Background: an optimization exercise with open tools, aiming at small area, a short achievable clock period and few clock cycles per item. Do not read the settings as production practice. Where RTL was checked, it was by simulation tests only, not by an equivalence proof against the original. Only the layout flow was run in runs 3 and 4; the RTL was not checked for function there. No activity file was given, so power comes from the tool's default toggle rates.

`design/flow/design.v`:
```
`timescale 1ns/10ps
`default_nettype none
module xbus_filter (
    input  logic        clk,
    input  logic        arst_n,
    input  logic [65:0] in_pkt,
    input  logic [7:0]  pad_value,
    output logic        vec_wr_en,
    output logic [15:0] vec_din,
    input  logic        vec_full,
    output logic        cache_full
);
    logic [1:0]  tag;
    logic        is_head;
    logic        is_body;
    logic [15:0] hx;
    logic [15:0] hy;
    assign tag = in_pkt[65:64];
    assign is_head = tag == 2'd1;
    assign is_body = tag == 2'd2;
    assign hx = in_pkt[15:0];
    assign hy = in_pkt[31:16];
    logic       x_lo;
    logic       x_hi;
    logic       y_lo;
    logic       y_hi;
    logic [7:0] ex;
    logic [7:0] ey;
    assign x_lo = hx[15:3] == '0;
    assign x_hi = hx == 16'hffff;
    assign y_lo = hy[15:3] == '0;
    assign y_hi = hy == 16'hffff;
    always_comb begin
        ex[0] = x_hi;
        ey[0] = y_hi;
        for (int i = 1; i < 8; i++) begin
            ex[i] = x_lo && hx[2:0] == 3'(i - 1);
            ey[i] = y_lo && hy[2:0] == 3'(i - 1);
        end
    end
    logic [5:0] h_colmask;
    logic [5:0] h_rowmask;
    always_comb begin
        for (int c = 0; c < 6; c++) begin
            h_colmask[c] = ex[c] | ex[c + 1] | ex[c + 2];
            h_rowmask[c] = ey[c] | ey[c + 1] | ey[c + 2];
        end
    end
    logic [2:0] h_cv;
    logic [2:0] h_rv;
    always_comb begin
        for (int k = 0; k < 3; k++) begin
            h_cv[k] = 1'b0;
            h_rv[k] = 1'b0;
            for (int i = 0; i < 8; i++) begin
                if (i - 1 + k >= 1 && i - 1 + k <= 6) begin
                    h_cv[k] = h_cv[k] | ex[i];
                    h_rv[k] = h_rv[k] | ey[i];
                end
            end
        end
    end
    logic [1:0] h_base;
    assign h_base = {hy[0], 1'b0} + hx[1:0] + 2'd1;
    function automatic logic [3:0] need_of(input int b, input logic [5:0] rm,
                                           input logic [5:0] cm);
        logic [3:0] n;
        n = '0;
        if (b < 9) begin
            for (int l = 0; l < 4; l++) begin
                n[l] = rm[(4 * b + l) / 6] & cm[(4 * b + l) % 6];
            end
        end
        need_of = n;
    endfunction
    logic [9:0]      ib;            
    logic [5:0]      colmask;
    logic [5:0]      rowmask;
    logic [2:0][3:0] nd;
    logic [3:0]      nd_next;       
    logic [1:0][3:0] nd_head;
    always_comb begin
        nd_next = {4{ib[9] | ib[8] | ib[7]}};
        for (int b = 0; b < 6; b++) begin
            nd_next = nd_next | ({4{ib[b]}} & need_of(b + 3, rowmask, colmask));
        end
        for (int j = 0; j < 2; j++) begin
            nd_head[j] = need_of(j, h_rowmask, h_colmask);
        end
    end
    always_ff @(posedge clk or negedge arst_n) begin
        if (!arst_n) begin
            ib <= 10'b10_0000_0000;
            nd <= {4'b1111, 4'b1111, 4'b0000};
        end else if (is_head) begin
            ib <= 10'b00_0000_0001;
            nd <= {need_of(2, h_rowmask, h_colmask), nd_head};
        end else if (is_body) begin
            ib <= {ib[8:0], 1'b0};
            nd <= {nd_next, nd[2:1]};
        end
    end
    always_ff @(posedge clk) begin
        if (is_head) begin
            colmask <= h_colmask;
            rowmask <= h_rowmask;
        end
    end
    logic [3:0] wr;
    assign wr = is_body ? nd[0] : 4'd0;
    logic [3:0]       wp;
    logic [3:0]       rp;
    logic [3:0]       t1;
    logic [3:0]       t2;
    logic [3:0]       pop;
    logic [3:0][15:0] ent0;
    logic [3:0][15:0] ent1;
    for (genvar l = 0; l < 4; l++) begin : g_lane
        logic [15:0] m0;
        logic [15:0] m1;
        always_ff @(posedge clk or negedge arst_n) begin
            if (!arst_n) begin
                wp[l] <= 1'b0;
                rp[l] <= 1'b0;
                t1[l] <= 1'b0;
                t2[l] <= 1'b0;
            end else begin
                if (wr[l]) wp[l] <= !wp[l];
                if (pop[l]) rp[l] <= !rp[l];
                if (wr[l] && !pop[l]) begin
                    t1[l] <= 1'b1;
                    t2[l] <= t1[l];
                end else if (!wr[l] && pop[l]) begin
                    t1[l] <= t2[l];
                    t2[l] <= 1'b0;
                end
            end
        end
        always_ff @(posedge clk) begin
            if (wr[l] && !wp[l]) m0 <= {in_pkt[8 * (4 + l) +: 8], in_pkt[8 * l +: 8]};
            if (wr[l] && wp[l]) m1 <= {in_pkt[8 * (4 + l) +: 8], in_pkt[8 * l +: 8]};
        end
        assign ent0[l] = m0;
        assign ent1[l] = m1;
    end
    logic       act;
    logic [2:0] okh;
    logic [2:0] okw;
    logic [8:0] opad;
    logic [3:0] lane0;
    logic       pend;
    logic [2:0] prv;
    logic [2:0] pcv;
    logic [1:0] pbase;
    logic [2:0] vfh;
    function automatic logic [3:0] rotl1(input logic [3:0] v);
        rotl1 = {v[2:0], v[3]};
    endfunction
    logic       row_end0;
    logic       lv1;
    logic       lpad0;
    logic       lpad1;
    logic [3:0] lane1;
    assign row_end0 = okw[2];
    assign lv1 = !(okh[2] && okw[2]);
    assign lpad0 = opad[0];
    assign lpad1 = opad[1];
    assign lane1 = row_end0 ? lane0 : rotl1(lane0);
    logic       emit;
    logic       emit_n;
    logic       take;
    logic [8:0] new_pad;
    logic [3:0] new_base;
    logic       act_n;
    logic       pad0_n;
    logic [3:0] lane0_n;
    logic [3:0] t1_n;
    logic [3:0] t2_n;
    logic [2:0] vfh_n;
    logic       pad1_n;
    logic       row_end0_n;
    logic [3:0] lane1_n;
    logic [3:0] s1_n;
    logic [3:0] s1;             
    assign take = !act || (emit && okh[2] && okw[2]);
    assign pop = (emit && !lpad0) ? lane0 : 4'd0;
    always_comb begin
        act_n = take ? pend : act;
        pad0_n = take ? new_pad[0] : (emit ? opad[1] : opad[0]);
        lane0_n = take ? new_base : (emit ? lane1 : lane0);
        for (int l = 0; l < 4; l++) begin
            t1_n[l] = (wr[l] && !pop[l]) || (t1[l] && !(pop[l] && !wr[l])) || (t2[l] && pop[l]);
            t2_n[l] = (wr[l] && !pop[l]) ? t1[l] : (t2[l] && !pop[l]);
        end
        vfh_n = {vfh[1:0], vec_full};
        if (take) begin
            emit_n = pend && (new_pad[0] || (new_base & t1_n) != 4'd0);
        end else if (emit) begin
            emit_n = act && (opad[1] || (lane1 & t1_n) != 4'd0);
        end else begin
            emit_n = act && (opad[0] || (lane0 & t1_n) != 4'd0);
        end
        emit_n = emit_n && vfh_n != 3'b111;
        pad1_n = take ? new_pad[1] : (emit ? opad[2] : opad[1]);
        row_end0_n = take ? 1'b0 : (emit ? okw[1] : okw[2]);
        lane1_n = row_end0_n ? lane0_n : rotl1(lane0_n);
        s1_n = lane1_n & (row_end0_n && !pad0_n ? t2_n : t1_n);
    end
    always_comb begin
        for (int kh = 0; kh < 3; kh++) begin
            for (int kw = 0; kw < 3; kw++) begin
                new_pad[kh * 3 + kw] = !(prv[kh] && pcv[kw]);
            end
        end
        new_base = 4'b0001 << pbase;
    end
    always_ff @(posedge clk or negedge arst_n) begin
        if (!arst_n) begin
            act <= 1'b0;
            emit <= 1'b0;
            s1 <= 4'd0;
            pend <= 1'b0;
            vfh <= '0;
            vec_wr_en <= 1'b0;
        end else begin
            vfh <= vfh_n;
            emit <= emit_n;
            s1 <= s1_n;
            vec_wr_en <= emit;
            if (take) begin
                act <= pend;
            end
            if (is_head) begin
                pend <= 1'b1;
            end else if (take) begin
                pend <= 1'b0;
            end
        end
    end
    logic [3:0]  sel0;
    logic [3:0]  sel1;
    logic [15:0] vec_next;
    assign sel0 = lpad0 ? 4'd0 : (lane0 & ~rp);
    assign sel1 = lpad0 ? 4'd0 : (lane0 & rp);
    always_comb begin
        vec_next = {16{lpad0}} & {pad_value, pad_value};
        for (int l = 0; l < 4; l++) begin
            vec_next = vec_next | ({16{sel0[l]}} & ent0[l]) | ({16{sel1[l]}} & ent1[l]);
        end
    end
    always_ff @(posedge clk) begin
        if (take) begin
            okh <= 3'b001;
            okw <= 3'b001;
            opad <= new_pad;
            lane0 <= new_base;
        end else if (emit) begin
            okw <= {okw[1:0], okw[2]};
            if (okw[2]) okh <= {okh[1:0], okh[2]};
            opad <= {1'b1, opad[8:1]};
            lane0 <= lane1;
        end
        if (is_head) begin
            prv <= h_rv;
            pcv <= h_cv;
            pbase <= h_base;
        end
        vec_din <= vec_next;
    end
    logic       cf_prev;        
    logic       ce1;
    logic       go1;            
    logic [3:0] q0;             
    logic [3:0] q1;             
    logic [3:0] nu1;            
    logic [3:0] nu2;            
    logic [3:0] nf1;            
    logic [3:0] nf2;            
    logic [3:0] na;
    logic [3:0] nb;
    logic [3:0] nc;
    logic [3:0] w1;             
    logic [3:0] w2;
    logic [3:0] w3;
    logic       h01;
    logic       h0and1;
    logic [3:0] hw1;
    logic [3:0] hw2;
    logic [3:0] ov;
    logic [3:0] hov;
    logic       cf_n;
    logic       pend_hit;
    always_comb begin
        ce1 = vfh[1:0] != 2'b11;
        go1 = emit && lv1 && ce1 && !lpad1;
        for (int l = 0; l < 4; l++) begin
            q0[l] = pop[l];
            q1[l] = go1 && s1[l];
        end
        nu1 = ~(q0 | q1);
        nu2 = ~(q0 & q1);
        nf1 = t2 & nu1;
        nf2 = t1 & (t2 | nu1) & nu2;
        na = nd[0];
        nb = (cf_prev && cache_full) ? 4'd0 : nd[1];
        nc = (cf_prev || cache_full) ? 4'd0 : nd[2];
        w1 = na | nb | nc;
        w2 = (na & nb) | (na & nc) | (nb & nc);
        w3 = na & nb & nc;
        ov = (w1 & nf1) | (w2 & nf2) | w3;
        h01 = hy[15] || hy[2:0] <= 3'd2;
        h0and1 = hy[2:1] == 2'd0 && !cache_full;
        hw1 = {4{h01}};
        hw2 = {h0and1, h0and1, 2'b00};
        hov = (hw1 & nf1) | (hw2 & nf2);
        pend_hit = pend && (ib[9] || (ib[8] && !(cf_prev && cache_full))
                            || (ib[7] && !cf_prev && !cache_full));
        cf_n = (is_head ? hov != 4'd0 : ov != 4'd0) || pend_hit;
    end
    always_ff @(posedge clk or negedge arst_n) begin
        if (!arst_n) begin
            cache_full <= 1'b0;
            cf_prev <= 1'b0;
        end else begin
            cache_full <= cf_n;
            cf_prev <= cache_full;
        end
    end
endmodule
`default_nettype wire
```
`design/flow/constraint.sdc`:
```
create_clock -name core_clock -period 4.5 [get_ports {clk}]
set_input_delay 0.9000 -clock core_clock [delete_from_list [all_inputs] [get_ports {clk}]]
set_output_delay 0.9000 -clock core_clock [all_outputs]
set_load 0.01 [all_outputs]
```
`design/flow/config.mk`:
```
export PLATFORM = sky130hd
export DESIGN_NAME = xbus_filter
export DESIGN_NICKNAME = xbus_filter
export VERILOG_FILES = /design/flow/design.v
export SDC_FILE = /design/flow/constraint.sdc
export NUM_CORES = 4
export LEC_CHECK = 0
export CAP_MARGIN = 20
export CORE_MARGIN = 2
export CORE_UTILIZATION = 40
export SETUP_SLACK_MARGIN = 2.7
export SLEW_MARGIN = 20
```
`design/flow/standard.sh`:
```
#!/bin/bash
# synth_recipe.tcl (not shown) runs the flow's synth.tcl, then flattens the netlist and writes it again
# the make line also repeats each setting of config.mk as NAME=value (left out here)
make -C /OpenROAD-flow-scripts/flow DESIGN_CONFIG=/design/flow/config.mk WORK_HOME=/design/flow/orfs CLKGATE_MAP_FILE= SYNTH_SCRIPT=/design/flow/synth_recipe.tcl "${@:-finish}"
```
`design/flow/flow/run.sh`:
```
#!/bin/bash
# Standard ORFS layout with two changes: the port buffers start as buf_1
# (the resizer still upsizes the ones on critical paths) and CTS uses its own
# clustering and inserts no dummy loads. Each tool's output goes to its own
# log in the work folder.
set -euo pipefail
bash standard.sh \
  'BUFFER_PORTS_ARGS=-buffer_cell sky130_fd_sc_hd__buf_1' \
  'CTS_ARGS=-sink_clustering_enable -repair_clock_nets -dont_use_dummy_load -buf_list {sky130_fd_sc_hd__clkbuf_4 sky130_fd_sc_hd__clkbuf_8} -sink_clustering_size 12 -sink_clustering_max_diameter 50' \
  MATCH_CELL_FOOTPRINT=0 \
  finish > make_finish.log 2>&1
```
==> run summary, run 1 <==
- Result of the run: no timing/DRC/antenna violations
- Accumulated negative setup slack: 0 ns
- Unrepaired setup endpoints after global routing: true
- Compound-Gate Fraction of Synth Area: 14.55%
- Slew margin rel.: 44.61%
- Ports placed on the boundary: 95
- Leakage power: about 0.0042 µW
- Post-detail-place hpwl: ~17 mm
- Data required time at the worst endpoint: 4.87 ns
- CP arrival: 2.32 ns
- Min setup slack post-route: approximately 2.5 ns
- Synth Area in XOR/XNOR: 0.9063%
- Clock transition at the registers of the reported paths: 0.07 ns
- Most used flip-flop cell after synthesis: edfxtp_1
- Clock period minus worst slack: 1.952 ns
- Slew @ Worst Pin: 0.8309 ns
- Number of non-filler instances in the completed layout: 1,211
- Post-route clock skew: 0.04526 ns
- Gp weighted congestion: 0.8108
- Unique cell type count in the Yosys netlist: 64
- Classification of the worst-slack hold path: flip-flop to flip-flop
- Number of optimization iterations in the first detailed-route pass: 5
- Final clock period utilization by the worst path: about 43%
- Wire length of the first global-routing pass: 40.02 mm
- Register bit count reported by yosys: 231
- TritonCTS clock tree: yes
- Die extent in x: 159.4 µm
- Wirelength per Cell: 21.59 µm
- Clk Latency, worst-skew pair: roughly 0.55 ns
- Die height: around 160 µm
- Number of CTS-inserted buffers: 25
- Fraction of power consumed by sequential logic: 50.8%
- Total net switching power: 1808 µW
- Met1 routed wirelength after detailed routing: 11.59 mm
- Number of DRC markers in iteration 0: 581
- Total gr overflow: 0
- Area of the core: 23,610 µm²
- Post-synthesis sequential area ratio: around 67%
- Top layer used by detailed routing: met4
- Length in cells of the worst reg-to-reg path: 6
- Adder-Cell Fraction of Synth Area: 1.722%
- Number of endpoints with negative hold slack in the final report: 0
- Highest ir drop seen on vdd: 0.2813 mV
- Combined area of all synthesized cells: 9664 µm²
- Share of synthesized area spent on multiplexers: approximately 1.8%
- Via count: 6,860
- Power density of the placed cells: approximately 480 nW/µm²
- Place WS: ~1.8 ns
- Synthesized Nets: 842
- Aggregate routed wire length: 26.14 mm
- Clock Sink Count: between 200 and 250
- Internal Pwr Total: 3909 µW
- Fraction of synthesis flops using an asynchronous set or reset pin: 21.65%
- Fraction of power consumed by the clock network: roughly a fifth
- Antenna Cells: 0
- Simple logic cell fraction of the synthesized area: 12.13%
- Setup violations, final: 0
- Hold_ws: 0.4130 ns
- Layout filler cell count: 2,089
- Number of synthesized flops with an enable pin: ~160
- Number of standard-cell rows in the floorplan: 56
- Antenna Nets Post-Route: 0
- Hold Path Stages: 0
- Commonest non-fill, non-tap cell in the layout: edfxtp_1
- Syn_area_per_cell: 12.80 µm²
- Number of buffers on the longest clock path: 3
- Max-slew violation count: 0
- MaxCap Viol Count: 0
- Die ar.: ~25,000 µm²
- Via count normalized by instance count: 5.665
- Post-placement cell count: 1,137
- Cell count after synthesis: between 700 and 800
- Maximum operating frequency: 0.5124 GHz
- Fraction of final layout cells with drive strength greater than 1: a little over a quarter
- Level count of the clock H-tree: 1
- Type of destination of the critical path: flip-flop
- Crit Path Max Fanout: 6
- Quantity of I/O buffers inserted on ports: 94
- Logic gate share of total power: roughly 29%
- Number of remaining DRC errors: 0
- Starting density of the core: between 40% and 50%
- Startpoint type of the worst setup path: flip-flop
- Number of antenna violations at the first check in global routing: 0
- Detailed route wirelength on metal3: 1.662 mm
- Cell area after layout: 11,880 µm²
- Cell area after placement: roughly 11,000 µm²
- Largest net degree at the start of global routing: 45
- Dominant combinational cell family by area after synthesis: compound AO/OA/AOI/OAI gates
- Layout area overhead: 22.95%
- Final Net Count: 981
- Clock root buffer: clkbuf_8
- Worst setup path category: flip-flop to flip-flop
- Total length of routed met2 wires: approximately 12 mm
- Count of hold-fix buffers inserted at cts: 0
- Synthesis warning total: 1
- GRT Overall Usage: 20.28%
- Vias in the first global route: 6,876
- Switching Share: 31.62%
- Highest-count cells in the layout ignoring fill and taps: 155 x edfxtp_1, 86 x nand2_1, 53 x buf_1
==> cell type report <==
class / instances / area [µm²] / area share (%)
timing repair buffer: 148 / 1097 / 9.235
tap: 319 / 399.1 / 3.359
multi-input combinational: 472 / 3495 / 29.41
inverter: 16 / 90.09 / 0.7581
sequential: 231 / 6457 / 54.34
clock buffer: 25 / 344.1 / 2.896
==> worst paths after layout <==
path,to,slack (ns),from
worst max-delay path,cache_full,2.55,opad[1]
worst min-delay path,vfh[1],0.41,vfh[0]
worst max register to register,cache_full,2.55,opad[1]
worst min register to register,vfh[1],0.41,vfh[0]
max in group asynchronous,nd[10],3.18,arst_n
min in group asynchronous,vfh[1],0.47,arst_n
==> Yosys cell counts (3+ instances only) <==
master | count | area share (%)
a31oi_1 | 16 | 1.0
o22ai_1 | 3 | 0.19
o21ai_0 | 57 | 3.0
nor3_1 | 7 | 0.36
a21oi_1 | 20 | 1.0
buf_1 | 4 | 0.16
a22o_1 | 15 | 1.4
buf_2 | 8 | 0.41
xnor2_1 | 10 | 0.91
nand3_1 | 23 | 1.2
nand4_1 | 12 | 0.78
and3_1 | 11 | 0.71
a222oi_1 | 16 | 1.7
nor2b_1 | 12 | 0.78
clkbuf_1 | 20 | 0.78
nor2_1 | 37 | 1.4
maj3_1 | 3 | 0.31
mux2_2 | 5 | 0.58
a22oi_1 | 32 | 2.5
nand2b_1 | 3 | 0.19
buf_4 | 3 | 0.23
edfxtp_1 | 155 | 48
nand2_1 | 93 | 3.6
ha_1 | 10 | 1.3
mux2i_1 | 12 | 1.2
dfrtp_1 | 41 | 11
a221oi_1 | 19 | 1.7
inv_1 | 16 | 0.62
dfxtp_1 | 26 | 5.4
and3b_1 | 4 | 0.36
nor3b_2 | 4 | 0.52
dfstp_2 | 9 | 2.4
nor4_1 | 6 | 0.39
nand3b_1 | 3 | 0.23
a211oi_1 | 4 | 0.31
==> per-layer routing <==
| layer | vias up | global-route usage, % |
|---|---|---|
| met5 | - | 0 |
| met4 | 0 | 6.198 |
| met3 | 58 | 3.386 |
| met2 | 249 | 32.49 |
| met1 | 3377 | 28.44 |
| li1 | 3176 | - |
==> through the flow <==
stage	util (%)	power, µW
after floorplan	-	3737
after global placement	44.68	4154
after detailed placement	44.68	4168
after CTS	48.53	5605
after global routing	50.32	6002
final	50.32	5717
==> timing repair <==
action	in CTS	in global routing
setup buffers	31	16
gates resized for setup	116	90
endpoints found under the setup margin	169	68
gates cloned	2	0
pin swaps	18	27
==> power by group through the flow <==
stage / registers, µW / logic (µW) / clock network, µW
floorplan: 2860 / 874 / 0
global placement: 2940 / 1210 / 0
detailed placement: 2950 / 1220 / 0
CTS: 2880 / 1520 / 1200
global route: 2940 / 1800 / 1260
finish: 2900 / 1650 / 1160
==> critical path, cell delays in order, from the launching register on <==
cell      delay, ns
edfxtp_1       0.39
and2b_4        0.32
nand4_1        0.12
maj3_2         0.33
a32o_1         0.26
a311oi_2       0.19
a41oi_1        0.15
==> kinds of logic after synthesis <==
family | count (synthesis)
mux | 17
simple gates | 231
xor+xnor | 10
compound gates | 200
buf+inv | 52
flops | 231
fa+ha+maj | 14
==> sequential cells by signal, indices dropped and copies added (netlist names), 6 cells and up <==
signal / cells
g_lane.m0: 64
ib: 10
colmask: 6
g_lane.m1: 64
nd: 12
vec_din: 16
opad: 9
Testbench counts, summed over its fixed seeds: cycles 4,179, windows 384.
==> run 2: changes to the inputs <==
--- a/design/flow/config.mk
+++ b/design/flow/config.mk
@@ -8,5 +8,5 @@
 export CAP_MARGIN = 20
 export CORE_MARGIN = 2
 export CORE_UTILIZATION = 40
-export SETUP_SLACK_MARGIN = 2.7
+export SETUP_SLACK_MARGIN = 2.45
 export SLEW_MARGIN = 20
==> run 2 against run 1 <==
Net effect: still clean; critical path depth stayed put; clock power increased by 6%; total power is 3.6% lower; combinational power is 15% lower; via count fell by 2.0%; synthesized area stayed put; critical path type unchanged; largest power group unchanged; highest routed layer unchanged.
==> run summary, run 2 <==
- Slew margin rel.: 53.79%
- Maximum operating frequency: between 0.4 and 0.5 GHz
- Internal Pwr Total: 3772 µW
- Vias in the first global route: around 6,600
- Layout filler cell count: 2,173
- Result of the run: no timing/DRC/antenna violations
- Commonest non-fill, non-tap cell in the layout: edfxtp_1
- Dominant combinational cell family by area after synthesis: compound AO/OA/AOI/OAI gates
- Final Net Count: 967
- Number of synthesized flops with an enable pin: between 150 and 200
- Antenna Cells: 0
- Cell area after layout: around 11,000 µm²
- Highest ir drop seen on vdd: between 0.2 and 0.25 mV
- MaxCap Viol Count: 0
- Fraction of final layout cells with drive strength greater than 1: 17.20%
- Number of standard-cell rows in the floorplan: 56
- Simple logic cell fraction of the synthesized area: 12.13%
- Post-detail-place hpwl: 16.57 mm
- Ports placed on the boundary: 95
- Register bit count reported by yosys: between 200 and 250
- Total net switching power: about 1700 µW
- Slew @ Worst Pin: 0.6932 ns
- Post-synthesis sequential area ratio: 66.61%
- Synth Area in XOR/XNOR: 0.9063%
- Share of the synthesized area in the top cell type: 48.16%
- Data required time at the worst endpoint: slightly below 5 ns
- Clk Latency, worst-skew pair: 0.58 ns
- Most used standard cell by instance count after synthesis: edfxtp_1
- Aggregate routed wire length: 25.42 mm
- Number of DRC markers in iteration 0: 572
- Layout area overhead: 16.51%
- Post-placement cell count: 1,135
- Top layer used by detailed routing: met4
- Number of antenna violations at the first check in global routing: 0
- GRT Overall Usage: 19.69%
- Combined area of all synthesized cells: 9664 µm²
- Met1 routed wirelength after detailed routing: 11.36 mm
- Classification of the worst-slack hold path: flip-flop to flip-flop
- Count of hold-fix buffers inserted at cts: 0
- Crit Path Max Fanout: 6
- Library cell with the largest summed area after synthesis: edfxtp_1
- Area of the core: 23,610 µm²
- Synthesized Nets: 842
- Most used standard cells in the synthesized netlist: 155 x edfxtp_1, 93 x nand2_1, 57 x o21ai_0, 41 x dfrtp_1, 37 x nor2_1
- Share of synthesized area spent on multiplexers: under 10%
- Number of endpoints with negative hold slack in the final report: 0
- Die ar.: 25,420 µm²
- Max-slew violation count: 0
- Post-layout total power: 5511 µW
- Startpoint type of the worst setup path: flip-flop
- Type of destination of the critical path: flip-flop
- Number of CTS-inserted buffers: 28
- Total length of routed met2 wires: roughly 12 mm
- Switching Share: 31.57%
- Fraction of synthesis flops using an asynchronous set or reset pin: 21.65%
- Antenna Nets Post-Route: 0
- Wirelength per Cell: between 20 and 25 µm
- Worst setup path category: flip-flop to flip-flop
- Adder-Cell Fraction of Synth Area: between 1.5 and 2%
- Unique cell type count in the Yosys netlist: 64
- Number of optimization iterations in the first detailed-route pass: 6
- Via count normalized by instance count: 5.617
- TritonCTS clock tree: yes
- Gp weighted congestion: around 0.80
- Level count of the clock H-tree: 1
- Most used flip-flop cell after synthesis: edfxtp_1
- Clock Sink Count: between 200 and 250
- Accumulated negative setup slack: 0 ns
- Quantity of I/O buffers inserted on ports: 94
- Syn_area_per_cell: 12.80 µm²
- Logic gate share of total power: 25.5%
- Setup violations, final: 0
- Post-route clock skew: 0.08715 ns
- Top flop regs: g_lane.m0 x64, g_lane.m1 x64, vec_din x16
- Wire length of the first global-routing pass: approximately 39 mm
- Hold_ws: just under 0.4 ns
- Largest net degree at the start of global routing: 51
- Number of non-filler instances in the completed layout: 1,197
- Starting density of the core: between 40% and 50%
- Power density of the placed cells: 489.5 nW/µm²
- Unrepaired setup endpoints after global routing: true
- Cell count after synthesis: between 700 and 800
- Number of buffers on the longest clock path: 3
- Total gr overflow: 0
- CP arrival: 2.40 ns
- Synth area leaders: edfxtp_1 48%, dfrtp_1 11%, dfxtp_1 5.4%
- Fraction of power consumed by sequential logic: 52.2%
- Final clock period utilization by the worst path: 45.43%
- Via count: 6,724
- Leakage power: slightly below 0.004 µW
- Clock root buffer: clkbuf_8
- Clock transition at the registers of the reported paths: 0.06 ns
- Die extent in x: 159.4 µm
- Synthesis warning total: 1
- Number of remaining DRC errors: 0
- Clock period minus worst slack: about 2.0 ns
- Cell area after placement: 10,440 µm²
- Compound-Gate Fraction of Synth Area: 14.55%
- Detailed route wirelength on metal3: 1.422 mm
- Die height: 159.4 µm
- Fraction of power consumed by the clock network: about 22%
- Highest-count cells in the layout ignoring fill and taps: 155 x edfxtp_1, 88 x nand2_1, 88 x buf_1
-- run 2: cell counts after synthesis --
No cell type changed its count.
-- run 2: what timing repair did --
action,in CTS,in global routing
gates cloned,0,1
gates resized for setup,23,23
endpoints found under the setup margin,136,35
pin swaps,7,10
setup buffers,25,8
-- run 2: through the flow --
step           setup WS [ns]  util (%)
6_report               2.456     47.68
5_1_grt                2.375     47.68
4_1_cts                2.451     47.17
3_5_place_dp           1.725     44.22
3_3_place_gp           1.764     44.22
2_1_floorplan          2.407         -
-- run 2: cells by family (layout without fill, tap and decap cells) --
logic type / count (synthesis) / count (layout)
flops: 231 / 231
simple gates: 231 / 231
compound gates: 200 / 200
buf+inv: 52 / 175
mux: 17 / 17
fa+ha+maj: 14 / 14
xor+xnor: 10 / 10
-- run 2: area by class of cell --
cell class | count | area (µm²) | area share (%)
clock buffers | 28 | 385.4 | 3.423
inverters | 16 | 76.32 | 0.6779
multi-input cells | 472 | 3258 | 28.94
flip-flops and latches | 231 | 6441 | 57.21
well taps | 319 | 399.1 | 3.545
repair buffers | 130 | 691.9 | 6.145
repair inverters | 1 | 7.507 | 0.06667
-- run 2: critical path: stages, from the launching register on --
cell and delay, ns:
edfxtp_1 0.41, and2b_2 0.30, nand4_1 0.15, maj3_2 0.34, a32o_1 0.28, a311oi_2 0.22
a41oi_1 0.13
-- run 2: power by group through the flow --
stage               Combinational [µW]  Sequential [µW]  Clock [µW]
finish                            1410             2880        1230
global route                      1540             2920        1330
CTS                               1380             2870        1260
detailed placement                1200             2950           0
global placement                  1190             2940           0
floorplan                          859             2860           0
-- run 2: worst paths after layout --
kind	cells after the start	to	startpoint	slack [ns]
setup / recovery	6	cache_full	opad[1]	2.46
min in group asynchronous	2	rp[0]	arst_n	0.47
hold / removal	0	vfh[1]	vfh[0]	0.40
hold reg to reg	0	vfh[1]	vfh[0]	0.40
max in group asynchronous	2	cache_full	arst_n	3.48
setup reg to reg	6	cache_full	opad[1]	2.46
-- run 2: metal layers --
layer  vias up  GRT usage (%)
met2       231          31.66
met4         0          6.240
met3        37          3.230
li1       3142              -
met1      3314          27.46
met5         -              0
==> run 3: changes to the inputs <==
--- a/design/flow/design.v
+++ b/design/flow/design.v
@@ -281,7 +281,6 @@
     logic [3:0] nc;
     logic [3:0] w1;             
     logic [3:0] w2;
-    logic [3:0] w3;
     logic       h01;
     logic       h0and1;
     logic [3:0] hw1;
@@ -306,8 +305,7 @@
         nc = (cf_prev || cache_full) ? 4'd0 : nd[2];
         w1 = na | nb | nc;
         w2 = (na & nb) | (na & nc) | (nb & nc);
-        w3 = na & nb & nc;
-        ov = (w1 & nf1) | (w2 & nf2) | w3;
+        ov = (w1 & nf1) | (w2 & nf2);
         h01 = hy[15] || hy[2:0] <= 3'd2;
         h0and1 = hy[2:1] == 2'd0 && !cache_full;
         hw1 = {4{h01}};
--- a/design/flow/config.mk
+++ b/design/flow/config.mk
@@ -8,5 +8,5 @@
 export CAP_MARGIN = 20
 export CORE_MARGIN = 2
 export CORE_UTILIZATION = 40
-export SETUP_SLACK_MARGIN = 2.45
+export SETUP_SLACK_MARGIN = 2.5
 export SLEW_MARGIN = 20
==> run 3 against run 2 <==
Net effect: register-to-register slack worse by 0.29 ns; sequential power grew 2%; worst setup slack got worse by 0.30 ns; clock-buffer cell count did not move; core utilization is 0.98 points higher; cell area increased by 1.5%.
==> run summary, run 3 <==
- Classification of the worst-slack hold path: flip-flop to flip-flop
- Synth area leaders: edfxtp_1 49%, dfrtp_1 11%, dfxtp_1 5.5%
- Accumulated negative setup slack: 0 ns
- Combined area of all synthesized cells: 9548 µm²
- Number of CTS-inserted buffers: 28
- Hold Path Stages: 0
- Via count normalized by instance count: 5.735
- Number of DRC markers in iteration 0: about 550
- Final clock period utilization by the worst path: 52.00%
- Clock root buffer: clkbuf_8
- Area of the core: 23,470 µm²
- Via count: 6,813
- Crit Path Max Fanout: 8
- Final Net Count: 958
- Cell count after synthesis: 739
- Type of destination of the critical path: flip-flop
- Post-route clock skew: 0.03277 ns
- Core utilization of the finished layout: 48.67%
- Commonest non-fill, non-tap cell in the layout: edfxtp_1
- Top flop regs: g_lane.m0 x64, g_lane.m1 x64, vec_din x16
- Setup violations, final: 0
- Data required time at the worst endpoint: between 4 and 5 ns
- Worst setup path category: primary input to flip-flop
- Quantity of I/O buffers inserted on ports: 94
- Number of optimization iterations in the first detailed-route pass: 5
- Total gr overflow: 0
- Post-detail-place hpwl: between 15 and 20 mm
- Number of buffers on the longest clock path: 3
- Share of the synthesized area in the top cell type: 48.75%
- Compound-Gate Fraction of Synth Area: between 10% and 20%
- Internal Pwr Total: 3837 µW
- Fraction of synthesis flops using an asynchronous set or reset pin: approximately 22%
- Number of endpoints with negative hold slack in the final report: 0
- Gp weighted congestion: 0.8454
- Antenna Nets Post-Route: 0
- Clock period minus worst slack: approximately 2.3 ns
- MaxCap Viol Count: 0
- Synth Area in XOR/XNOR: 0.9173%
- Syn_area_per_cell: 12.92 µm²
- Internal reg-to-reg setup slack: 2.17 ns
- Crit-path leading delay family: compound AO/OA/AOI/OAI gates
- Startpoint type of the worst setup path: primary input
- Number of standard-cell rows in the floorplan: 56
- Number of antenna violations at the first check in global routing: 0
- Leakage power: slightly below 0.004 µW
- Wirelength per Cell: 21.55 µm
- Vias in the first global route: 6,598
- Simple logic cell fraction of the synthesized area: about 11%
- Starting density of the core: 40.68%
- Fraction of power consumed by the clock network: 22.1%
- Switching Share: 31.54%
- Adder-Cell Fraction of Synth Area: under 10%
- Worst Hold Endpoint: vfh[1]
- Crit-path slowest cell: o41ai_1
- CP arrival: 2.77 ns
- Result of the run: no timing/DRC/antenna violations
- Ports placed on the boundary: 95
- Reg-to-reg critical path endpoint: emit
- Slew @ Worst Pin: 0.6827 ns
- GRT Overall Usage: approximately 20%
- Synthesis warning total: 1
- Highest cell delay on the worst timing path: around 0.37 ns
- Largest net degree at the start of global routing: between 50 and 60
- Most used flip-flop cell after synthesis: edfxtp_1
- Clock Sink Count: between 200 and 250
- Count of hold-fix buffers inserted at cts: 0
- Die ar.: between 20,000 and 30,000 µm²
- Wire length of the first global-routing pass: just under 40 mm
- Synthesized Nets: 826
- Highest ir drop seen on vdd: roughly 0.26 mV
- Length in cells of the worst reg-to-reg path: 11
- Number of remaining DRC errors: 0
- Critical hold path startpoint: vfh[0]
- Highest-count cells in the layout ignoring fill and taps: 155 x edfxtp_1, 75 x buf_1, 69 x nand2_1
- Die height: 158.5 µm
- Number of synthesized flops with an enable pin: 155
- Most used standard cell by instance count after synthesis: edfxtp_1
- Total net switching power: 1768 µW
- Level count of the clock H-tree: 1
- Startpoint of the worst-slack reg-to-reg timing path: opad[0]
- Clock transition at the registers of the reported paths: ~0.06 ns
- Layout area overhead: 19.64%
- Dominant combinational cell family by area after synthesis: compound AO/OA/AOI/OAI gates
- Maximum operating frequency: roughly 0.43 GHz
- Top cell by count, worst path: ha_4
- Cell Chain, Critical Path: clkbuf_4 -> inv_8 -> ha_4 -> nand2_4 -> inv_2 -> ha_4 -> a311oi_4 -> o22ai_1 -> o41ai_1 -> o21ai_1 -> a41o_1
- Unrepaired setup endpoints after global routing: true
- Aggregate routed wire length: 25.60 mm
- Logic gate share of total power: 25.6%
- Crit path buf inv count: 3
- Register bit count reported by yosys: 231
- Die extent in x: 158.5 µm
- Most used standard cells in the synthesized netlist: 155 x edfxtp_1, 74 x nand2_1, 41 x dfrtp_1, 38 x o21ai_0, 36 x nor2_1
- Fraction of final layout cells with drive strength greater than 1: 21.17%
- Power density of the placed cells: 490.7 nW/µm²
- Antenna Cells: 0
- Share of synthesized area spent on multiplexers: 1.324%
- Post-synthesis sequential area ratio: 67.42%
- Slew margin rel.: 54.38%
- Fraction of power consumed by sequential logic: 52.3%
- Unique cell type count in the Yosys netlist: 66
- Max-slew violation count: 0
- Library cell with the largest summed area after synthesis: edfxtp_1
- TritonCTS clock tree: yes
- Clk Latency, worst-skew pair: roughly 0.55 ns
==> run 3: power groups by stage <==
stage / logic [µW] / registers, µW / clock network, µW
2_1_floorplan: 812 / 2900 / 0
3_3_place_gp: 1160 / 2980 / 0
3_5_place_dp: 1170 / 2980 / 0
4_1_cts: 1340 / 2920 / 1270
5_1_grt: 1570 / 2970 / 1330
6_report: 1440 / 2930 / 1240
==> run 3: kinds of logic after synthesis <==
family	count (synthesis)
compound gates	199
xor+xnor	10
fa+ha+maj	14
buf+inv	61
flops	231
mux	11
simple gates	213
==> run 3: how the worst max path moves through the flow <==
stage / from / cells past startpoint / slack, ns / to
floorplan: in_pkt[64] / 10 / 1.95 / emit
global placement: in_pkt[64] / 11 / 1.52 / emit
detailed placement: in_pkt[64] / 11 / 1.49 / emit
CTS: opad[0] / 10 / 2.20 / emit
global route: opad[0] / 11 / 2.05 / emit
finish: in_pkt[64] / 11 / 2.16 / emit
==> run 3: metrics by stage <==
stage | hold slack (ns) | area, µm² | setup slack [ns] | std cells | total power (µW)
floorplan | 0.3744 | 9751 | 1.948 | 739 | 3710
global placement | 0.3984 | 10440 | 1.519 | 1124 | 4138
detailed placement | 0.3945 | 10440 | 1.494 | 1124 | 4147
CTS | 0.4192 | 11160 | 2.197 | 1176 | 5524
global route | 0.4343 | 11420 | 2.055 | 1188 | 5876
finish | 0.4195 | 11420 | 2.160 | 1188 | 5605
==> run 3: repair_timing <==
action,in CTS,in global routing
setup endpoints to repair,102,44
cloned,0,0
gates resized for setup,38,56
pin swaps,17,14
setup buffers,24,12
==> run 3: area by class of cell <==
class | instances | area, µm²
Clock buffer | 28 | 385.4
Fill cell | 2111 | 12050
Inverter | 26 | 117.6
Multi-Input combinational cell | 447 | 3302
Sequential cell | 231 | 6441
Tap cell | 319 | 399.1
Timing Repair Buffer | 137 | 778.2
==> run 3: metal layers <==
metal,track usage (%),share of wire [%]
met5,0,0
met3,2.967,6.4
met1,28.14,43
met4,5.148,2.0
met2,34.04,48
==> run 3: worst reg2reg max path, stage by stage (launching register included) <==
cell and delay [ns]:
edfxtp_1 0.41, and2b_4 0.30, buf_6 0.14, nand2_8 0.07, inv_4 0.09, ha_4 0.13
nor2b_2 0.05, a211oi_2 0.26, o22ai_1 0.10, o41ai_1 0.32, o21ai_1 0.11, a41o_1 0.24
==> run 4: changes to the inputs <==
--- a/design/flow/config.mk
+++ b/design/flow/config.mk
@@ -8,5 +8,6 @@
 export CAP_MARGIN = 20
 export CORE_MARGIN = 2
 export CORE_UTILIZATION = 40
+export PLACE_DENSITY = 0.7
 export SETUP_SLACK_MARGIN = 2.5
 export SLEW_MARGIN = 20
==> run 4 against run 3 <==
Net effect: clock power decreased by 3%; via count increased by 0.73%; still clean; combinational power about the same; critical path depth unchanged; largest power group unchanged; worst setup slack improved by 0.0049 ns; clock skew increased by 0.027 ns; first-iteration DRC count increased by 44%; die area unchanged.
==> run summary, run 4 <==
- Result of the run: no timing/DRC/antenna violations
- Library cell with the largest summed area after synthesis: edfxtp_1
- Number of optimization iterations in the first detailed-route pass: 5
- Number of synthesized flops with an enable pin: 155
- Die extent in x: 158.5 µm
- Slew margin rel.: 53.76%
- Combined area of all synthesized cells: 9548 µm²
- Startpoint type of the worst setup path: primary input
- Post-placement cell count: 1,123
- MaxCap Viol Count: 0
- Total gr overflow: 0
- Highest-count cells in the layout ignoring fill and taps: 155 x edfxtp_1, 82 x buf_1, 70 x nand2_1
- Gp weighted congestion: 0.8662
- Area of the core: 23,470 µm²
- Die height: 158.5 µm
- Highest ir drop seen on vdd: 0.2821 mV
- Most used standard cells in the synthesized netlist: 155 x edfxtp_1, 74 x nand2_1, 41 x dfrtp_1, 38 x o21ai_0, 36 x nor2_1
- Worst setup path category: primary input to flip-flop
- Starting density of the core: 40.68%
- Synthesis warning total: 1
- Number of remaining DRC errors: 0
- Clock period minus worst slack: 2.335 ns
- Level count of the clock H-tree: 1
- Post-synthesis sequential area ratio: between 60 and 70%
- Number of standard-cell rows in the floorplan: 56
- Number of CTS-inserted buffers: 27
- Register bit count reported by yosys: 231
- Wire length of the first global-routing pass: between 30 and 40 mm
- Unrepaired setup endpoints after global routing: true
- Cell count after synthesis: 739
- Endpoint of the most critical setup path: emit
- Quantity of I/O buffers inserted on ports: 94
- Maximum operating frequency: approximately 0.43 GHz
- Via count: 6,863
- Startpoint of the worst-slack reg-to-reg timing path: opad[0]
- Fraction of final layout cells with drive strength greater than 1: 18.90%
- Internal reg-to-reg setup slack: 2.20 ns
- Share of the synthesized area in the top cell type: 48.75%
- Max-slew violation count: 0
- GRT Overall Usage: 20.45%
- Final Net Count: 946
- Reg-to-reg critical path endpoint: emit
- Number of buffers on the longest clock path: 3
- Clock root buffer: clkbuf_8
- Commonest non-fill, non-tap cell in the layout: edfxtp_1
- Layout area overhead: 17.36%
- Top flop regs: g_lane.m0 x64, g_lane.m1 x64, vec_din x16
- Final clock period utilization by the worst path: 51.89%
- CP arrival: around 2.8 ns
- Number of endpoints with negative hold slack in the final report: 0
- Die ar.: 25,120 µm²
- Setup violations, final: 0
- Crit Path Max Fanout: 8
- Number of non-filler instances in the completed layout: about 1,200
- TritonCTS clock tree: yes
- Wirelength per Cell: 21.82 µm
- Fraction of synthesis flops using an asynchronous set or reset pin: 21.65%
- Clock Sink Count: 231
- Leakage power: 0.003887 µW
- Number of DRC markers in iteration 0: 793
- Accumulated negative setup slack: 0 ns
- Post-route clock skew: approximately 0.06 ns
- Count of hold-fix buffers inserted at cts: 0
- Largest net degree at the start of global routing: between 50 and 60
- Antenna Cells: 0
- Antenna Nets Post-Route: 0
- Via count normalized by instance count: 5.836
- Vias in the first global route: between 6,000 and 7,000
- Number of antenna violations at the first check in global routing: 0
- Classification of the worst-slack hold path: flip-flop to flip-flop
- Power density of the placed cells: 494.4 nW/µm²
- Post-detail-place hpwl: around 17 mm
- Ports placed on the boundary: 95
- Type of destination of the critical path: flip-flop
- Synth area leaders: edfxtp_1 49%, dfrtp_1 11%, dfxtp_1 5.5%
- Slew @ Worst Pin: 0.6920 ns
- Data required time at the worst endpoint: 4.94 ns
- Clock transition at the registers of the reported paths: 0.07 ns
- Aggregate routed wire length: 25.66 mm
- Syn_area_per_cell: 12.92 µm²
- Most used flip-flop cell after synthesis: edfxtp_1
- Clk Latency, worst-skew pair: about 0.55 ns
- Synthesized Nets: 826
- Cell area after layout: 11,210 µm²
- Beginning of the critical path: in_pkt[64]
- Length in cells of the worst reg-to-reg path: 10
- Unique cell type count in the Yosys netlist: between 60 and 70
- Cell area after placement: 10,420 µm²
- Most used standard cell by instance count after synthesis: edfxtp_1
[run 4: cell counts after synthesis]
Identical to the previous run, type by type.
[run 4: worst min path at each step]
stage,start,end,slack [ns],depth (start not counted)
floorplan,vfh[0],vfh[1],0.37,0
global placement,vfh[0],vfh[1],0.39,0
detailed placement,vfh[0],vfh[1],0.40,0
CTS,vfh[0],vfh[1],0.42,0
global route,vfh[0],vfh[1],0.44,0
finish,vfh[0],vfh[1],0.43,0
[run 4: metrics by stage]
step / setup slack, ns / util (%) / hold slack, ns / power, µW
floorplan: 1.948 / - / 0.3744 / 3710
global placement: 1.514 / 44.41 / 0.3870 / 4106
detailed placement: 1.440 / 44.41 / 0.4037 / 4145
CTS: 2.171 / 47.10 / 0.4225 / 5469
global route: 2.050 / 47.74 / 0.4383 / 5796
finish: 2.165 / 47.74 / 0.4288 / 5540
[run 4: cell families after synthesis]
kind of cell               count (synthesis)  share of synthesized area [%]
AOI/OAI and AO/OA                        199                          14.96
and+or+nand+nor                          213                          11.13
adders and majority gates                 14                          1.743
DFF                                      231                          67.42
xor gates and xnor gates                  10                         0.9174
muxes                                     11                          1.324
buffers and inverters                     61                          2.503
[run 4: area by class of cell]
class,count,area [µm²]
clock buffers,27,371.6
fillers,2066,12270
inverters,26,112.6
multi-input cells,447,3236
flip-flops and latches,231,6441
well taps,319,399.1
repair buffers,126,645.6
[run 4: routing by layer]
| metal | share of wire (%) | global-route usage [%] | up-vias |
|---|---|---|---|
| met4 | 1.8 | 5.663 | 0 |
| met1 | 42 | 27.66 | 3375 |
| met2 | 48 | 34.12 | 375 |
| li1 | - | - | 3080 |
| met5 | 0 | 0 | - |
| met3 | 8.3 | 3.593 | 33 |
[run 4: timing repair]
action                                  CTS  global route
resized for setup                        32            32
endpoints found under the setup margin  118            25
buffers inserted                         19             7
hold endpoints to repair                  0             0
pin swaps                                14            13
[run 4: worst max-delay path, stage by stage]
cell and delay [ns]:
clkbuf_2 0.17, inv_8 0.04, ha_4 0.20, nand2_4 0.11
inv_2 0.05, ha_4 0.17, a311oi_4 0.33, o22ai_1 0.11
o41ai_1 0.35, o21ai_1 0.11, a41o_1 0.22
[run 4: power breakdown]
group          leakage, µW  switching, µW  internal [µW]
sequential         0.00221            278           2650
clock             0.000194            674            530
combinational      0.00148            793            614
==> run 5: changes to the inputs <==
--- a/design/flow/design.v
+++ b/design/flow/design.v
@@ -193,14 +193,7 @@
             t2_n[l] = (wr[l] && !pop[l]) ? t1[l] : (t2[l] && !pop[l]);
         end
         vfh_n = {vfh[1:0], vec_full};
-        if (take) begin
-            emit_n = pend && (new_pad[0] || (new_base & t1_n) != 4'd0);
-        end else if (emit) begin
-            emit_n = act && (opad[1] || (lane1 & t1_n) != 4'd0);
-        end else begin
-            emit_n = act && (opad[0] || (lane0 & t1_n) != 4'd0);
-        end
-        emit_n = emit_n && vfh_n != 3'b111;
+        emit_n = act_n && vfh_n != 3'b111 && (pad0_n || (lane0_n & t1_n) != 4'd0);
         pad1_n = take ? new_pad[1] : (emit ? opad[2] : opad[1]);
         row_end0_n = take ? 1'b0 : (emit ? okw[1] : okw[2]);
         lane1_n = row_end0_n ? lane0_n : rotl1(lane0_n);
@@ -281,6 +274,7 @@
     logic [3:0] nc;
     logic [3:0] w1;             
     logic [3:0] w2;
+    logic [3:0] w3;
     logic       h01;
     logic       h0and1;
     logic [3:0] hw1;
@@ -305,7 +299,8 @@
         nc = (cf_prev || cache_full) ? 4'd0 : nd[2];
         w1 = na | nb | nc;
         w2 = (na & nb) | (na & nc) | (nb & nc);
-        ov = (w1 & nf1) | (w2 & nf2);
+        w3 = na & nb & nc;
+        ov = (w1 & nf1) | (w2 & nf2) | w3;
         h01 = hy[15] || hy[2:0] <= 3'd2;
         h0and1 = hy[2:1] == 2'd0 && !cache_full;
         hw1 = {4{h01}};
--- a/design/flow/config.mk
+++ b/design/flow/config.mk
@@ -8,6 +8,5 @@
 export CAP_MARGIN = 20
 export CORE_MARGIN = 2
 export CORE_UTILIZATION = 40
-export PLACE_DENSITY = 0.7
 export SETUP_SLACK_MARGIN = 2.5
 export SLEW_MARGIN = 20
==> run 5 against run 4 <==
Net effect: flip-flop and latch count stayed put; non-clock buffer count is 1 lower; synthesized area is 0.25% higher; global-route usage is 0.70 points lower; via count is 6.2% lower; total power is 1.2% lower; wire length is 4.6% lower; sequential power is 2% lower; fmax is 13% higher; worst hold slack worse by 0.058 ns; worst setup slack better by 0.27 ns; critical endpoint unchanged; highest routed layer unchanged.
==> run summary, run 5 <==
- Result of the run: no timing/DRC/antenna violations
- Crit Path Max Fanout: 10
- Largest net degree at the start of global routing: 51
- Worst Hold Endpoint: vfh[1]
- CP arrival: 2.43 ns
- Total gr overflow: 0
- Via count: roughly 6,400
- Register bit count reported by yosys: 231
- Most used flip-flop cell after synthesis: edfxtp_1
- Slew margin rel.: 53.86%
- Clock root buffer: clkbuf_8
- Wirelength per Cell: about 21 µm
- Level count of the clock H-tree: 1
- Met1 routed wirelength after detailed routing: 10.62 mm
- MaxCap Viol Count: 0
- Worst setup path category: flip-flop to flip-flop
- Clock Sink Count: 231
- Antenna Cells: 0
- Top layer used by detailed routing: met4
- Synthesis warning total: 1
- Leakage power: 0.003827 µW
- Starting density of the core: 40.78%
- Post-route clock skew: 0.05642 ns
- Reg-to-reg critical path endpoint: emit
- Power density of the placed cells: 496.8 nW/µm²
- Internal reg-to-reg setup slack: around 2.4 ns
- Top flop regs: g_lane.m0 x64, g_lane.m1 x64, vec_din x16
- Type of destination of the critical path: flip-flop
- Switching Share: between 30% and 40%
- Die ar.: 25,180 µm²
- Gp weighted congestion: around 0.85
- Die extent in x: 158.7 µm
- Startpoint of the worst-slack reg-to-reg timing path: opad[0]
- Number of remaining DRC errors: 0
- Length in cells of the worst reg-to-reg path: 8
- Final Net Count: 926
- TritonCTS clock tree: yes
- Clock period minus worst slack: a little over 2 ns
- Share of the synthesized area in the top cell type: approximately half
- Synthesized Nets: 803
- Logic gate share of total power: 26.0%
- Unrepaired setup endpoints after global routing: true
- Most used standard cell by instance count after synthesis: edfxtp_1
- Maximum operating frequency: ~0.48 GHz
- Hold Path Stages: 0
- Combined area of all synthesized cells: 9572 µm²
- Cell count after synthesis: 716
- Die height: 158.7 µm
- Unique cell type count in the Yosys netlist: 69
- Number of synthesized flops with an enable pin: 155
- Data required time at the worst endpoint: 4.87 ns
- Total net switching power: 1727 µW
- Most used standard cells in the synthesized netlist: 155 x edfxtp_1, 86 x nand2_1, 41 x dfrtp_1, 37 x o21ai_0, 32 x a22oi_1
- Setup violations, final: 0
- Vias in the first global route: around 6,300
- Library cell with the largest summed area after synthesis: edfxtp_1
- Layout area overhead: 15.12%
- GRT Overall Usage: 19.74%
- Wire length of the first global-routing pass: approximately 37 mm
- Detailed route wirelength on metal3: 1.940 mm
- Number of CTS-inserted buffers: 26
- Highest ir drop seen on vdd: 0.2216 mV
- Synth area leaders: edfxtp_1 49%, dfrtp_1 11%, dfxtp_1 5.4%
- Highest-count cells in the layout ignoring fill and taps: 155 x edfxtp_1, 85 x buf_1, 83 x nand2_1
- Count of hold-fix buffers inserted at cts: 0
- Final clock period utilization by the worst path: 45.92%
- Max-slew violation count: 0
- Number of optimization iterations in the first detailed-route pass: 7
- Quantity of I/O buffers inserted on ports: 94
- Aggregate routed wire length: 24.47 mm
- Fraction of power consumed by the clock network: 21.3%
- Area of the core: 23,470 µm²
- Number of buffers on the longest clock path: 3
- Fraction of final layout cells with drive strength greater than 1: between 10% and 20%
- Antenna Nets Post-Route: 0
- Accumulated negative setup slack: 0 ns
- Post-detail-place hpwl: 16.31 mm
- Fraction of synthesis flops using an asynchronous set or reset pin: between 20% and 30%
- Number of standard-cell rows in the floorplan: 56
- Clock transition at the registers of the reported paths: 0.06 ns
- Internal Pwr Total: 3747 µW
- Clk Latency, worst-skew pair: 0.54 ns
- Syn_area_per_cell: 13.37 µm²
- Post-layout total power: 5474 µW
- Startpoint type of the worst setup path: flip-flop
- Number of endpoints with negative hold slack in the final report: 0
- Commonest non-fill, non-tap cell in the layout: edfxtp_1
- Post-synthesis sequential area ratio: 67.25%
- Critical hold path startpoint: vfh[0]
- Via count normalized by instance count: 5.571
- Ports placed on the boundary: 95
- Classification of the worst-slack hold path: flip-flop to flip-flop
- Slew @ Worst Pin: 0.6921 ns
- Number of DRC markers in iteration 0: ~480
- Total length of routed met2 wires: 11.47 mm
- Number of antenna violations at the first check in global routing: 0
- Fraction of power consumed by sequential logic: approximately 53%
run 5: cell types whose count changed after synthesis, moves of 5 or more:
cell / previous run / this run
nand3_1: 28 / 23
clkbuf_1: 26 / 21
nor2_1: 36 / 28
nand4_1: 15 / 8
nand2_1: 74 / 86
nor2b_1: 11 / 6
a22oi_1: 26 / 32
a221oi_1: 25 / 16
nor3b_1: 6 / 1
run 5: kinds of logic (layout without fill, tap and decap cells):
group,Yosys count,count (layout),share of synthesized area [%]
multiplexers,14,14,1.503
AND/OR/NAND/NOR,201,201,11.16
buffers and inverters,53,174,2.484
AO/OA/AOI/OAI,195,195,15.15
adder cells (fa/ha/maj),12,12,1.529
XOR/XNOR,10,10,0.9150
flip-flops,231,231,67.25
run 5: area by class of cell:
class / count / area [µm²]
timing repair buffer: 125 / 641.9
inverter: 23 / 96.34
fill: 2110 / 12450
clock buffer: 26 / 357.8
tap: 319 / 399.1
multi-input combinational: 432 / 3082
sequential: 231 / 6442
run 5: power by group through the flow:
stage / sequential, µW / clock [µW] / combinational (µW)
after global routing: 2920 / 1280 / 1570
after detailed placement: 2950 / 0 / 1220
after CTS: 2900 / 1210 / 1280
after floorplan: 2880 / 0 / 880
after global placement: 2950 / 0 / 1210
final: 2880 / 1170 / 1430
run 5: worst max-delay path, stage by stage (launching register included):
cell and delay [ns]:
edfxtp_1 0.46, buf_12 0.18, nand3b_4 0.23, inv_4 0.10, ha_4 0.11, inv_1 0.03
a221o_1 0.35, a222oi_1 0.35, a31oi_1 0.12
run 5: how the worst max path moves through the flow:
stage	startpoint	end
2_1_floorplan	in_pkt[64]	emit
3_3_place_gp	in_pkt[64]	g_lane[3].m0[12]
3_5_place_dp	in_pkt[64]	g_lane[3].m0[11]
4_1_cts	opad[0]	emit
5_1_grt	opad[0]	emit
6_report	opad[0]	emit
run 5: timing repair:
item                                    4_1_cts  5_1_grt
pin swaps                                     1        4
endpoints found under the setup margin      109       27
gates resized for setup                      18       17
setup buffers                                 3       21
run 5: metal layers:
layer / track usage [%] / up-vias
met5: 0 / -
met3: 4.164 / 38
met1: 26.72 / 3133
met2: 32.18 / 259
li1: - / 3010
met4: 5.706 / 0
run 5: stage by stage:
step | instance area, µm² | hold slack, ns | setup WS [ns] | util, % | std cells
final | 11020 | 0.3710 | 2.433 | 46.95 | 1156
after global routing | 11020 | 0.4013 | 2.336 | 46.95 | 1156
after CTS | 10790 | 0.3748 | 2.389 | 45.97 | 1135
after detailed placement | 10370 | 0.3623 | 1.804 | 44.17 | 1106
after global placement | 10370 | 0.3601 | 1.821 | 44.17 | 1106
after floorplan | 9709 | 0.3537 | 2.290 | - | 716
Testbench counts of run 5, summed over its fixed seeds: cycles 4,179, windows 384.
==> run 6: changes to the inputs <==
--- a/design/flow/design.v
+++ b/design/flow/design.v
@@ -193,7 +193,14 @@
             t2_n[l] = (wr[l] && !pop[l]) ? t1[l] : (t2[l] && !pop[l]);
         end
         vfh_n = {vfh[1:0], vec_full};
-        emit_n = act_n && vfh_n != 3'b111 && (pad0_n || (lane0_n & t1_n) != 4'd0);
+        if (take) begin
+            emit_n = pend && (new_pad[0] || (new_base & (wr | (pop & t2) | (~pop & t1))) != 4'd0);
+        end else if (emit) begin
+            emit_n = opad[1] || s1 != 4'd0 || (lane1 & wr) != 4'd0;
+        end else begin
+            emit_n = act && (opad[0] || (lane0 & (t1 | wr)) != 4'd0);
+        end
+        emit_n = emit_n && vfh_n != 3'b111;
         pad1_n = take ? new_pad[1] : (emit ? opad[2] : opad[1]);
         row_end0_n = take ? 1'b0 : (emit ? okw[1] : okw[2]);
         lane1_n = row_end0_n ? lane0_n : rotl1(lane0_n);
==> run 6 against run 5 <==
Net effect: still clean on timing, DRC and antenna; core utilization fell by 0.40 points; via count rose by 4.6%; synthesized area rose by 1.0%; register-to-register slack improved by 0.04 ns; clock power rose by 4%; critical path depth fell by 3; first-iteration DRC count rose by 23%; clock-buffer cell count rose by 1; global-route usage rose by 0.17 points; fmax rose by 1.9%; sequential share of layout area rose by 0.13 points; flip-flop and latch count did not move; critical endpoint is now vec_din[5]; largest power group unchanged.
==> run summary, run 6 <==
- Synthesized Nets: roughly 850
- Cell Chain, Critical Path: buf_12 -> nor3b_2 -> buf_4 -> a222oi_1 -> nand2_1
- Clock root buffer: clkbuf_8
- Fraction of synthesis flops using an asynchronous set or reset pin: 21.65%
- Crit path buf inv count: 2
- Vias in the first global route: ~6,600
- Crit-path slowest cell: a222oi_1
- Highest-count cells in the layout ignoring fill and taps: 155 x edfxtp_1, 89 x buf_1, 79 x nand2_1
- Setup violations, final: 0
- Syn_area_per_cell: ~13 µm²
- Number of DRC markers in iteration 0: ~600
- Type of destination of the critical path: flip-flop
- Share of the synthesized area in the top cell type: between 40% and 50%
- Slew @ Worst Pin: 0.6855 ns
- Number of standard-cell rows in the floorplan: between 50 and 60
- Starting density of the core: roughly 40%
- Layout filler cell count: between 2,000 and 2,500
- Antenna Cells: 0
- Layout area overhead: 13.65%
- Most used standard cells in the synthesized netlist: 155 x edfxtp_1, 84 x nand2_1, 50 x o21ai_0, 47 x nor2_1, 41 x dfrtp_1
- Data required time at the worst endpoint: between 4 and 5 ns
- Total gr overflow: 0
- Number of antenna violations at the first check in global routing: 1
- Area of the core: ~24,000 µm²
- TritonCTS clock tree: yes
- Level count of the clock H-tree: 1
- Startpoint of the worst-slack reg-to-reg timing path: opad[0]
- Largest net degree at the start of global routing: 45
- Post-route clock skew: 0.03026 ns
- Unique cell type count in the Yosys netlist: 59
- Slew margin rel.: 54.19%
- Final Net Count: 952
- Number of remaining DRC errors: 0
- Post-detail-place hpwl: about 17 mm
- GRT Overall Usage: 19.92%
- Worst setup path category: flip-flop to flip-flop
- Combined area of all synthesized cells: just under 10,000 µm²
- Beginning of the critical path: opad[0]
- MaxCap Viol Count: 0
- Fraction of final layout cells with drive strength greater than 1: between 10 and 15%
- Clock transition at the registers of the reported paths: 0.08 ns
- Core utilization of the finished layout: 46.55%
- Quantity of I/O buffers inserted on ports: 94
- Final clock period utilization by the worst path: between 40% and 50%
- Clock period minus worst slack: 2.027 ns
- Max-slew violation count: 0
- Die extent in x: 159.5 µm
- Footprint of the flip-flops and latches: ~6400 µm²
- Result of the run: no timing/DRC/antenna violations
- Most used standard cell by instance count after synthesis: edfxtp_1
- Synth area leaders: edfxtp_1 48%, dfrtp_1 11%, dfxtp_1 5.4%
- Wirelength per Cell: approximately 22 µm
- Highest ir drop seen on vdd: 0.2477 mV
- Crit-path leading delay family: compound AO/OA/AOI/OAI gates
- Power density of the placed cells: 484.6 nW/µm²
- Ports placed on the boundary: 95
- Highest cell delay on the worst timing path: 0.61 ns
- Startpoint type of the worst setup path: flip-flop
- Wire length of the first global-routing pass: 39.38 mm
- Via count normalized by instance count: 5.701
- Leakage power: 0.003830 µW
- Library cell with the largest summed area after synthesis: edfxtp_1
- Clk Latency, worst-skew pair: ~0.55 ns
- Synthesis warning total: 1
- Clock Sink Count: 231
- Number of optimization iterations in the first detailed-route pass: 6
- Top flop regs: g_lane.m0 x64, g_lane.m1 x64, vec_din x16
- Area used by multi-input combinational logic: 3202 µm²
- Post-synthesis sequential area ratio: between 60 and 70%
- Crit Path Max Fanout: 21
- Gp weighted congestion: 0.8370
- Number of CTS-inserted buffers: 27
- Count of hold-fix buffers inserted at cts: 0
- Cell count after synthesis: 766
- Accumulated negative setup slack: 0 ns
- Die height: 159.5 µm
- Number of endpoints with negative hold slack in the final report: 0
- Number of buffers on the longest clock path: 3
- Die ar.: between 20,000 and 30,000 µm²
- Most used flip-flop cell after synthesis: edfxtp_1
- Antenna Nets Post-Route: 0
- Register bit count reported by yosys: ~230
- Via count: 6,739
- Classification of the worst-slack hold path: primary input to asynchronous set/reset pin
- Maximum operating frequency: around 0.49 GHz
- Commonest non-fill, non-tap cell in the layout: edfxtp_1
- Unrepaired setup endpoints after global routing: true
- Number of synthesized flops with an enable pin: between 150 and 200
- CP arrival: between 2 and 2.5 ns
- Aggregate routed wire length: 25.76 mm
-- run 6: changes by cell type after synthesis, sizes merged, moves of 5 or more --
cell and delta:
nor4 +5, nand4 +6, nor2b +6, o21ai +10
clkbuf +7, nor2 +18
-- run 6: final cells by class --
| class | instances | share of cell area, % |
|---|---|---|
| clock buffers | 27 | 3.381 |
| well taps | 319 | 3.631 |
| repair inverters | 1 | 0.04553 |
| repair buffers | 109 | 4.439 |
| inverters | 19 | 0.7740 |
| flip-flops and latches | 231 | 58.60 |
| multi-input cells | 476 | 29.13 |
-- run 6: kinds of logic (layout without fill, tap and decap cells) --
| group | Yosys count | in the layout | synth area share, % |
|---|---|---|---|
| adder cells (fa/ha/maj) | 14 | 14 | 1.733 |
| buffers and inverters | 59 | 156 | 2.639 |
| AND/OR/NAND/NOR | 238 | 238 | 12.25 |
| AO/OA/AOI/OAI | 198 | 198 | 14.24 |
| multiplexers | 16 | 16 | 1.669 |
| XOR/XNOR | 10 | 10 | 0.9055 |
| flip-flops | 231 | 231 | 66.56 |
-- run 6: layer usage --
layer	GRT usage (%)	routed length [µm]	vias to the layer above
met5	0	0	-
met4	4.917	495	0
met3	3.334	2107	44
met2	30.72	11720	278
met1	29.41	11440	3301
li1	-	-	3116
-- run 6: where the power goes --
part	leakage (µW)	switching (µW)	internal, µW
Combinational	0.00143	721	496
Sequential	0.00221	293	2600
Clock	0.000194	686	531
-- run 6: what timing repair did --
| action | in CTS | in global routing |
|---|---|---|
| endpoints found under the hold margin | 0 | 0 |
| pin swaps | 1 | 8 |
| buffers inserted | 1 | 8 |
| endpoints found under the setup margin | 103 | 36 |
| cloned | 1 | 0 |
| gates resized for setup | 17 | 17 |
-- run 6: per-stage QoR --
step           instance area (µm²)  setup WS (ns)  hold slack, ns  power, µW  cells
4_1_cts                      10870          2.485          0.2949       5259   1174
3_3_place_gp                 10440          1.841          0.3818       4027   1145
5_1_grt                      10990          2.451          0.3034       5588   1182
2_1_floorplan                 9823          2.375          0.3666       3659    766
6_report                     10990          2.473          0.3038       5326   1182
3_5_place_dp                 10440          1.774          0.3929       4035   1145
-- run 6: worst paths after layout --
kind                              end  slack (ns)  cells past startpoint
max                        vec_din[5]        2.47                      5
min                             wp[2]        0.30                      1
max reg2reg                vec_din[5]        2.47                      5
min reg2reg                    vfh[1]        0.40                      0
max in group asynchronous  cache_full        3.29                      2
min in group core_clock        vfh[1]        0.40                      0
Testbench counts of run 6, summed over its fixed seeds: cycles 4,179, windows 384.
==> run 7: changes to the inputs <==
--- a/design/flow/config.mk
+++ b/design/flow/config.mk
@@ -8,5 +8,6 @@
 export CAP_MARGIN = 20
 export CORE_MARGIN = 2
 export CORE_UTILIZATION = 40
+export PLACE_DENSITY = 0.7
 export SETUP_SLACK_MARGIN = 2.5
 export SLEW_MARGIN = 20
==> run 7 against run 6 <==
Net effect: largest cell class unchanged; still clean on timing, DRC and antenna; largest power group unchanged; clock skew rose by 0.050 ns; register-to-register slack improved by 0.12 ns; first-iteration DRC count up 52%.
==> run summary, run 7 <==
- Result of the run: no timing/DRC/antenna violations
- Number of DRC markers in iteration 0: around 900
- Die extent in x: 159.5 µm
- Commonest non-fill, non-tap cell in the layout: edfxtp_1
- Cell count after synthesis: 766
- Post-detail-place hpwl: around 17 mm
- Setup violations, final: 0
- Most used standard cells in the synthesized netlist: 155 x edfxtp_1, 84 x nand2_1, 50 x o21ai_0, 47 x nor2_1, 41 x dfrtp_1
- Number of synthesized flops with an enable pin: 155
- Post-synthesis sequential area ratio: between 60 and 70%
- Adder-Cell Fraction of Synth Area: under 10%
- Dominant combinational cell family by area after synthesis: compound AO/OA/AOI/OAI gates
- Gp weighted congestion: roughly 0.9
- Antenna Cells: 0
- Synthesized Nets: roughly 850
- Maximum operating frequency: between 0.5 and 0.6 GHz
- Fraction of synthesis flops using an asynchronous set or reset pin: between 20% and 30%
- Total gr overflow: 0
- Level count of the clock H-tree: 1
- Final clock period utilization by the worst path: 44.08%
- Number of antenna violations at the first check in global routing: 0
- Unique cell type count in the Yosys netlist: 59
- Number of standard-cell rows in the floorplan: 56
- Fraction of final layout cells with drive strength greater than 1: 15.73%
- GRT Overall Usage: 19.55%
- Number of CTS-inserted buffers: 27
- Simple logic cell fraction of the synthesized area: 12.25%
- Place WS: 1.799 ns
- Starting density of the core: 40.96%
- Slew margin rel.: around 48%
- Library cell with the largest summed area after synthesis: edfxtp_1
- Clock root buffer: clkbuf_8
- Compound-Gate Fraction of Synth Area: about 14%
- MaxCap Viol Count: 0
- Startpoint type of the worst setup path: primary input
- Classification of the worst-slack hold path: flip-flop to flip-flop
- Footprint of the flip-flops and latches: 6442 µm²
- Clk Latency, worst-skew pair: 0.57 ns
- Combined area of all synthesized cells: around 9700 µm²
- Crit Path Max Fanout: 8
- Quantity of I/O buffers inserted on ports: 94
- Layout area overhead: 14.18%
- Reg-to-reg critical path endpoint: cache_full
- Clock period minus worst slack: 1.984 ns
- Accumulated negative setup slack: 0 ns
- Wire length of the first global-routing pass: 38.87 mm
- Power density of the placed cells: 481.1 nW/µm²
- Data required time at the worst endpoint: 4.92 ns
- Number of optimization iterations in the first detailed-route pass: 5
- Most used flip-flop cell after synthesis: edfxtp_1
- Aggregate routed wire length: 25.09 mm
- Area of the core: 23,610 µm²
- Max-slew violation count: 0
- Slew @ Worst Pin: about 0.78 ns
- Via count normalized by instance count: approximately 5.8
- Most used standard cell by instance count after synthesis: edfxtp_1
- Number of endpoints with negative hold slack in the final report: 0
- Min setup slack post-route: 2.516 ns
- Startpoint of the worst-slack reg-to-reg timing path: emit
- Share of the synthesized area in the top cell type: 48.12%
- Unrepaired setup endpoints after global routing: true
- Syn_area_per_cell: 12.63 µm²
- Via count: between 6,000 and 7,000
- Post-route clock skew: 0.07985 ns
- TritonCTS clock tree: yes
- Die ar.: approximately 25,000 µm²
- CP arrival: roughly 2.4 ns
- Final Net Count: 960
- Worst setup path category: primary input to flip-flop
- Wirelength per Cell: 21.09 µm
- Internal reg-to-reg setup slack: roughly 2.6 ns
## run 7: cell counts after synthesis
Identical to the previous run, type by type.
## run 7: worst min-delay path by stage
stage | startpoint | endpoint | cells past startpoint
2_1_floorplan | vfh[0] | vfh[1] | 0
3_3_place_gp | vfh[0] | vfh[1] | 0
3_5_place_dp | vfh[0] | vfh[1] | 0
4_1_cts | vfh[0] | vfh[1] | 0
5_1_grt | vfh[0] | vfh[1] | 0
6_report | vfh[0] | vfh[1] | 0
## run 7: area by class of cell
| type | count | share of cell area [%] |
|---|---|---|
| multi-input combinational | 476 | 28.90 |
| sequential | 231 | 58.34 |
| timing repair buffer | 117 | 4.963 |
| timing repair inverter | 1 | 0.04532 |
| inverter | 19 | 0.7705 |
| tap | 319 | 3.614 |
| clock buffer | 27 | 3.365 |
## run 7: timing repair
action | 4_1_cts | 5_1_grt
resized for setup | 16 | 22
pin swaps | 1 | 6
buffers inserted | 8 | 10
cloned | 1 | 0
endpoints found under the setup margin | 93 | 37
## run 7: power breakdown
part	leakage [µW]	switching, µW	internal (µW)
Combinational	0.00145	713	508
Clock	0.000194	675	530
Sequential	0.00221	287	2600
Total	0.00385	1670	3640
## run 7: per-stage QoR
| stage | util, % | cell area [µm²] | std cells | hold WS (ns) | power, µW |
|---|---|---|---|---|---|
| after floorplan | - | 9823 | 766 | 0.3666 | 3659 |
| after global placement | 44.16 | 10430 | 1144 | 0.3744 | 3983 |
| after global routing | 46.77 | 11040 | 1190 | 0.4156 | 5585 |
| after detailed placement | 44.16 | 10430 | 1144 | 0.3952 | 4006 |
| after CTS | 46.18 | 10900 | 1180 | 0.4041 | 5251 |
| final | 46.77 | 11040 | 1190 | 0.3976 | 5313 |
## run 7: layer usage
metal  vias to the layer above  global-route usage (%)  part of all wire [%]
met1                      3400                   26.79                    42
met4                         0                   6.983                   3.2
met5                         -                       0                     0
met3                        58                   3.673                   8.5
li1                       3132                       -                     -
met2                       337                   31.21                    47
## run 7: logic make-up (layout without fill, tap and decap cells)
family,after synthesis,in the layout
adder cells (fa/ha/maj),14,14
flip-flops,231,231
buffers and inverters,59,164
XOR/XNOR,10,10
AND/OR/NAND/NOR,238,238
multiplexers,16,16
AO/OA/AOI/OAI,198,198
## run 7: critical path, stage by stage
cell	delay, ns
buf_1	0.35
nand4_1	0.15
or4_1	0.62
o21ai_4	0.13
a221oi_1	0.11
a21oi_1	0.14
